This design comes from an exercise in tuning for a short achievable clock period and few clock cycles per item on the open sky130 flow, not from production work.
Where RTL was checked, it was by simulation tests only, not by an equivalence proof against the original.
Power and IR drop assume default switching activity.

Design sliding_window_arq_sender, start of the top module:
module sliding_window_arq_sender (
	input  wire logic                             clk,
	input  wire logic                             arst_n,
	input  wire logic                             start,
	output logic                                  busy,
	input  wire logic [swarq_pkg::KIND_W-1:0]     kind,
	input  wire logic [swarq_pkg::SIZE_W-1:0]     payload_size,
	input  wire logic [swarq_pkg::SEQ_W-1:0]      ack_seq,
	input  wire logic [swarq_pkg::MAP_W-1:0]      received_map,
	output logic                                  result_valid,
	output logic      [swarq_pkg::OKIND_W-1:0]    out_kind,
	output logic      [swarq_pkg::SEQ_W-1:0]      out_seq,
	output logic      [swarq_pkg::SIZE_W-1:0]     out_size,
	output logic      [swarq_pkg::TOTAL_W-1:0]    delivered_bytes,
	output logic                                  last
);
For scale: ~4,300 cells after synthesis, ~1,900 flip-flops.
==> flow/config.mk <==
export PLATFORM = sky130hd
export DESIGN_NAME = sliding_window_arq_sender
export DESIGN_NICKNAME = sliding_window_arq_sender
export VERILOG_FILES = /design/flow/design.v
export SDC_FILE = /design/flow/constraint.sdc
export NUM_CORES = 4
export LEC_CHECK = 0
export ABC_CLOCK_PERIOD_IN_PS = 2000
export CAP_MARGIN = 30
export CORE_MARGIN = 2
export CORE_UTILIZATION = 60
export SETUP_SLACK_MARGIN = 4.3
export SLEW_MARGIN = 30
==> flow/constraint.sdc <==
create_clock -name core_clock -period 7.0 [get_ports {clk}]
set_input_delay 1.4000 -clock core_clock [delete_from_list [all_inputs] [get_ports {clk}]]
set_output_delay 1.4000 -clock core_clock [all_outputs]
set_load 0.01 [all_outputs]
run.sh (not shown) runs the stock make flow with config.mk's settings and CLKGATE_MAP_FILE= SYNTH_SCRIPT=/design/flow/synth_recipe.tcl, a recipe that flattens the netlist after the stock synthesis.
The baseline went through all stages and came out clean.
Rerun with:
- CORE_UTILIZATION: 60 -> 40
Outcome:
- combinational power decreases by a few percent
- power came out lower slightly
- sequential share of layout area is lower by 1.0 points
- setup slack degrades by 0.027 ns
- routed wire length went up by a few percent
- clock skew rises by 0.017 ns
- count of clock-buffer cells in the layout is lower by 2
- register-to-register slack degrades by 0.03 ns
- final cell count is higher by roughly a tenth
- sequential power is about the same
- final area is higher slightly
No run of this note included a check of the RTL's function; only the layout flow was run.

========
sliding_window_arq_sender, a different RTL version from the one above (not shown whole).
Size: ~4400 cells after synthesis, roughly 2000 flip-flops, roughly 130 I/O pins, roughly 74000 um^2 of cells after synthesis.
// sliding_window_arq_sender
module sliding_window_arq_sender (
	input  wire logic                             clk,
	input  wire logic                             arst_n,
	input  wire logic                             start,
	output logic                                  busy,
	input  wire logic [swarq_pkg::KIND_W-1:0]     kind,
	input  wire logic [swarq_pkg::SIZE_W-1:0]     payload_size,
	input  wire logic [swarq_pkg::SEQ_W-1:0]      ack_seq,
	input  wire logic [swarq_pkg::MAP_W-1:0]      received_map,
	output logic                                  result_valid,
	output logic      [swarq_pkg::OKIND_W-1:0]    out_kind,
	output logic      [swarq_pkg::SEQ_W-1:0]      out_seq,
	output logic      [swarq_pkg::SIZE_W-1:0]     out_size,
	output logic      [swarq_pkg::TOTAL_W-1:0]    delivered_bytes,
	output logic                                  last
);
clock: 7.0 ns
lec_check: 0
abc_clock_period_in_ps: 2000
cap_margin: 30
core_margin: 2
core_utilization: 60
setup_slack_margin: 4.7
slew_margin: 30
tns_end_percent: 10
Testbench counts at the start, summed over its fixed seeds: cycles 8,758, items 8,000.
Next try:
Settings changed: CORE_UTILIZATION 60 to 75, PLACE_DENSITY set to 0.8, SETUP_SLACK_MARGIN 4.7 to 4.5, TNS_END_PERCENT 10 to not set.
Final cell count went down by 5.5%.
Final area goes down by 1.5%.
Sequential power barely changes.
Routed wire length went up by 14%.
Clock-buffer cell count falls by 6.
Die area goes down by 20%.
Next try:
Settings changed: CORE_UTILIZATION 75 to 60, PLACE_DENSITY 0.8 to not set.
Outcome: Via count went down by a little under a tenth; total power drops slightly; sequential share of layout area decreases by 0.75 points; clock-buffer cell count rises by 22; final cell count rises by a few percent; clock power stays flat; core utilization shrinks by 16 points; cell area is higher slightly; wire length came out lower by roughly a tenth; global-route usage decreases by 11 points; clock skew shrinks by 0.0069 ns.

========
run C:
sliding_window_arq_sender, a different RTL version from the one above (not shown whole).
Size in the first run: roughly 1800 flip-flops, ~68000 sq um of cells after synthesis.
Settings: LEC_CHECK=0, ABC_CLOCK_PERIOD_IN_PS=2000, CAP_MARGIN=30, CORE_MARGIN=2, CORE_UTILIZATION=60, SETUP_SLACK_MARGIN=4.5, SLEW_MARGIN=30; clock period 7.0 ns.
The flow did not stop early for run C: all stages ran, and the layout cleared the timing, DRC and antenna checks.
Testbench counts of run C, summed over its fixed seeds: cycles 8,750, items 8,000.
Here is what was changed in the inputs of run A compared with run C.
# run C
export LEC_CHECK = 0
export ABC_CLOCK_PERIOD_IN_PS = 2000
export CAP_MARGIN = 30
export CORE_MARGIN = 2
export CORE_UTILIZATION = 60
export SETUP_SLACK_MARGIN = 4.5
export SLEW_MARGIN = 30
create_clock -name core_clock -period 7.0 [get_ports {clk}]
# run A
export LEC_CHECK = 0
export ABC_CLOCK_PERIOD_IN_PS = 2000
export CAP_MARGIN = 30
export CORE_MARGIN = 2
export CORE_UTILIZATION = 70
export CTS_CLUSTER_SIZE = 24
export PLACE_DENSITY = 0.75
export SETUP_SLACK_MARGIN = 4.5
export SLEW_MARGIN = 30
create_clock -name core_clock -period 7.0 [get_ports {clk}]
Results
- Run A finished every step from synthesis to the final layout, and the layout passed the timing, DRC and antenna checks.
- Sequential logic power: run A vs run C, no meaningful difference
- In the tables for run C and run A, part of the cycle the worst path needs reads higher with run A.
- The setup slack of run A falls short of that of run C by 0.20 ns.
- Run A -> run C: adder-cell area share of the yosys netlist delta 0, exact match
- ~same count of multi-input combinational gates in run C and run A
- Share of cell area taken by multi-input logic gates: run A vs run C up 0.18 points
- Between run C and run A, the routed via count divided by cell count is higher for run A.
- Re met2 routing resource usage after global routing: run C was lower than run A.
- Instance count on the critical path ends up higher on run C.
- Looking at die area, run A sits 16000 sq um lower than run C does.

-- static timing again, ports no longer ideal --
Ports are ideal in the flow. The routed layouts listed here were re-timed in OpenROAD.
Step 1 (the two cells are an assumption about what drives the block):
set clk [get_ports {clk}]
set_driving_cell -lib_cell sky130_fd_sc_hd__clkbuf_16 $clk
set_driving_cell -lib_cell sky130_fd_sc_hd__buf_2 [delete_from_list [all_inputs] $clk]
Step 2 also shifts input and output timing later by t, the mid clock arrival at the registers, as if the neighbouring blocks saw the same clock.
Slacks: ideal ports / drivers / drivers and shift; pairs: ideal ports / drivers.
run	t, ns	setup slack, ns	hold slack, ns	worst setup path at the end
the first run of note 1	0.881	4.058 / 4.058 / 4.036	0.325 / 0.325 / 0.325	input to register
the second run of note 1	0.919	4.031 / 4.031 / 4.031	0.325 / 0.325 / 0.325	register to register
the first run of note 2	0.877	4.251 / 4.173 / 4.070	0.325 / 0.325 / 0.325	input to register
the second run of note 2	0.857	4.081 / 4.081 / 3.829	0.323 / 0.323 / 0.323	input to register
the third run of note 2	0.863	4.262 / 4.193 / 3.956	0.321 / 0.321 / 0.321	input to register
run C	0.839	4.096 / 4.096 / 3.759	0.322 / 0.322 / 0.322	input to register
run A	0.857	3.897 / 3.897 / 3.897	0.324 / 0.324 / 0.324	register to register
After both steps setup and hold are still met in every run listed. The setup slack of run C, which loses most, moves by 0.000 ns with the drivers and by -0.337 ns with both steps.
